Context: an optimization exercise on an open-source flow, tuned for small area, a short achievable clock period and few clock cycles per item. The choices shown serve that exercise and are no tape-out recipe.
Function was checked by simulation only, so behaviour that the tests miss may differ from the original.

Design variable_adjust_chain_alu, start of the top module:
module variable_adjust_chain_alu
(
    input  logic                clk,
    input  logic                rst_n,
    input  logic                in_valid,
    output logic                in_ready,
    input  logic [173:0]        in_data_bits,
    output logic                out_valid,
    input  logic                out_ready,
    output logic [32:0]         out_data_bits
);
    logic [31:0] f_value, f_mask, f_add, f_divmod, f_start;
    logic [4:0]  f_shift;
    logic [1:0]  f_kind, f_size;
    logic [3:0]  f_op;
    logic        f_chain;
    assign {f_value, f_shift, f_mask, f_add, f_divmod, f_kind, f_op, f_size, f_chain, f_start} = in_data_bits;
    logic [5:0]  state_reg, state_next;
    logic [31:0] acc_reg;
    logic        outv_reg;
    logic [31:0] out_r_reg;
    logic        out_dz_reg;
    logic [31:0] x_reg, r_reg, d_reg;
    logic [3:0]  op_reg;
    logic [4:0]  cnt_reg;
    logic        neg_reg, wrem_reg, phase_reg, mul_reg, dz_reg, sd_reg, sgn_reg;
    logic        byte_q, word_q, kdiv_q, kmod_q, dzin_q;
    logic        div_q, sgn_q, rem_q, mul_q, max_q, csgn_q, sub_q;
    assign out_valid     = outv_reg;
    assign out_data_bits = {out_r_reg, out_dz_reg};
    logic s_idle, s_add, s_align, s_iter, s_fix, s_alu, s_shl;
    assign s_add   = state_reg[S_ADD];
    assign s_align = state_reg[S_ALIGN];
    assign s_iter  = state_reg[S_ITER];
    assign s_fix   = state_reg[S_FIX];
    assign s_alu   = state_reg[S_ALU];
    assign s_shl   = state_reg[S_SHL];
    assign s_idle  = (state_reg == 6'd0);
    function logic [31:0] sext_size(input logic [31:0] v, input logic is_byte, input logic is_word);
        logic [31:0] s;
        if (is_byte)
            s = {{24{v[7]}}, v[7:0]};
        else if (is_word)
            s = {{16{v[15]}}, v[15:0]};
        else
            s = v;
        sext_size = s;
    endfunction
    function logic [31:0] cneg(input logic [31:0] v, input logic s);
        logic [31:0] y;
        logic        seen;
        seen = 1'b0;
  ...
Size in the first run: ~3,600 cells after synthesis, ~200 flip-flops, about 210 I/O pins.
==> flow/config.mk <==
export PLATFORM = sky130hd
export DESIGN_NAME = variable_adjust_chain_alu
export DESIGN_NICKNAME = variable_adjust_chain_alu
export VERILOG_FILES = /design/flow/design.v
export SDC_FILE = /design/flow/constraint.sdc
export NUM_CORES = 4
export LEC_CHECK = 0
export ABC_AREA = 1
export CAP_MARGIN = 20
export CORE_MARGIN = 2
export CORE_UTILIZATION = 40
export PLACE_DENSITY = 0.6
export SETUP_SLACK_MARGIN = 2.5
export SLEW_MARGIN = 20
==> flow/constraint.sdc <==
create_clock -name core_clock -period 7.0 [get_ports {clk}]
set_input_delay 1.4000 -clock core_clock [delete_from_list [all_inputs] [get_ports {clk}]]
set_output_delay 1.4000 -clock core_clock [all_outputs]
set_load 0.01 [all_outputs]
run.sh (not shown) runs the stock make flow with config.mk's settings and CLKGATE_MAP_FILE= SYNTH_SCRIPT=/design/flow/synth_recipe.tcl, a recipe that flattens the netlist after the stock synthesis.
Testbench counts at the start, summed over its fixed seeds: cycles 24,282, items 3,200.
Change:
Settings changed: CORE_UTILIZATION 40 to 35.
What happened: Global-route usage fell by 4.0 points. Die area rose by 14%. Wire length rose by 4.7%. Design area fell by 0.85%. Count of clock-buffer cells in the layout rose by 1. Clock skew barely changes. Sequential share of layout area rose by 0.15 points. Maximum frequency is about the same. Core utilization fell by 6.8 points.


variable_adjust_chain_alu, a different RTL version from the one above (not shown whole).
For scale: roughly 3200 cells after synthesis.
==> flow/design.v (excerpt) <==
module variable_adjust_chain_alu
(
    input  logic                clk,
    input  logic                rst_n,
    input  logic                in_valid,
    output logic                in_ready,
    input  logic [173:0]        in_data_bits,
    output logic                out_valid,
    input  logic                out_ready,
    output logic [32:0]         out_data_bits
);
    logic [31:0] f_value, f_mask, f_add, f_divmod, f_start;
    logic [4:0]  f_shift;
    logic [1:0]  f_kind, f_size;
    logic [3:0]  f_op;
    logic        f_chain;
    assign {f_value, f_shift, f_mask, f_add, f_divmod, f_kind, f_op, f_size, f_chain, f_start} = in_data_bits;
    logic [4:0]  state_reg, state_next;
    logic [31:0] acc_reg;
    logic        outv_reg;
    logic [31:0] out_r_reg;
    logic        out_dz_reg;
    logic [31:0] x_reg, r_reg, d_reg;
    logic [3:0]  op_reg;
    logic [4:0]  cnt_reg;
  ...
export LEC_CHECK = 0
export CAP_MARGIN = 20
export CORE_MARGIN = 2
export CORE_UTILIZATION = 40
export PLACE_DENSITY = 0.6
export SETUP_SLACK_MARGIN = 2.5
export SLEW_MARGIN = 20
export TNS_END_PERCENT = 5
create_clock -name core_clock -period 7.0 [get_ports {clk}]
The baseline finished clean.
Testbench counts at the start, summed over its fixed seeds: cycles 26,315, items 3,200.
Rerun with:
TNS_END_PERCENT = default   (was 5)
=>
- register-to-register slack degrades by 220 ps
- global-route usage went down by 2.5 points
- design area went up by a few percent
- synthesized area does not change
- wire length went down by a few percent
- critical path depth went up by 6

[re-timing with driven ports]
In the flow no input, the clock included, has a driving cell. The finished layouts below were timed again as built, in two steps.
Step 1 (the two cells are an assumption about what drives the block):
set clk [get_ports {clk}]
set_driving_cell -lib_cell sky130_fd_sc_hd__clkbuf_16 $clk
set_driving_cell -lib_cell sky130_fd_sc_hd__buf_2 [delete_from_list [all_inputs] $clk]
Step 2 adds t to the input delays and takes it off the output delays; t is the mean of the earliest and latest rising clock arrival at the registers after step 1. Input paths then give back, and output paths get back, about the clock's delay inside the block.
Slacks: ideal ports / drivers / drivers and shift; pairs: ideal ports / drivers.
run	t, ns	setup WS [ns]	hold WS [ns]	slew at the worst register clock pin (ns)	cell pins on the clock port's net
the first run of note 1	0.570	2.420 / 2.420 / 2.223	0.511 / 0.511 / 0.511	0.09 / 0.09	1
the second run of note 1	0.577	2.428 / 2.428 / 2.246	0.519 / 0.519 / 0.519	0.09 / 0.09	1
the first run of note 2	0.586	2.035 / 2.035 / 2.035	0.487 / 0.487 / 0.487	0.10 / 0.10	1
the second run of note 2	0.577	1.818 / 1.818 / 1.817	0.466 / 0.466 / 0.466	0.09 / 0.09	1
After both steps every run listed still meets setup and hold. For the first run of note 1, which loses most, drivers alone change the setup slack by 0.000 ns; drivers and shift together by -0.197 ns.
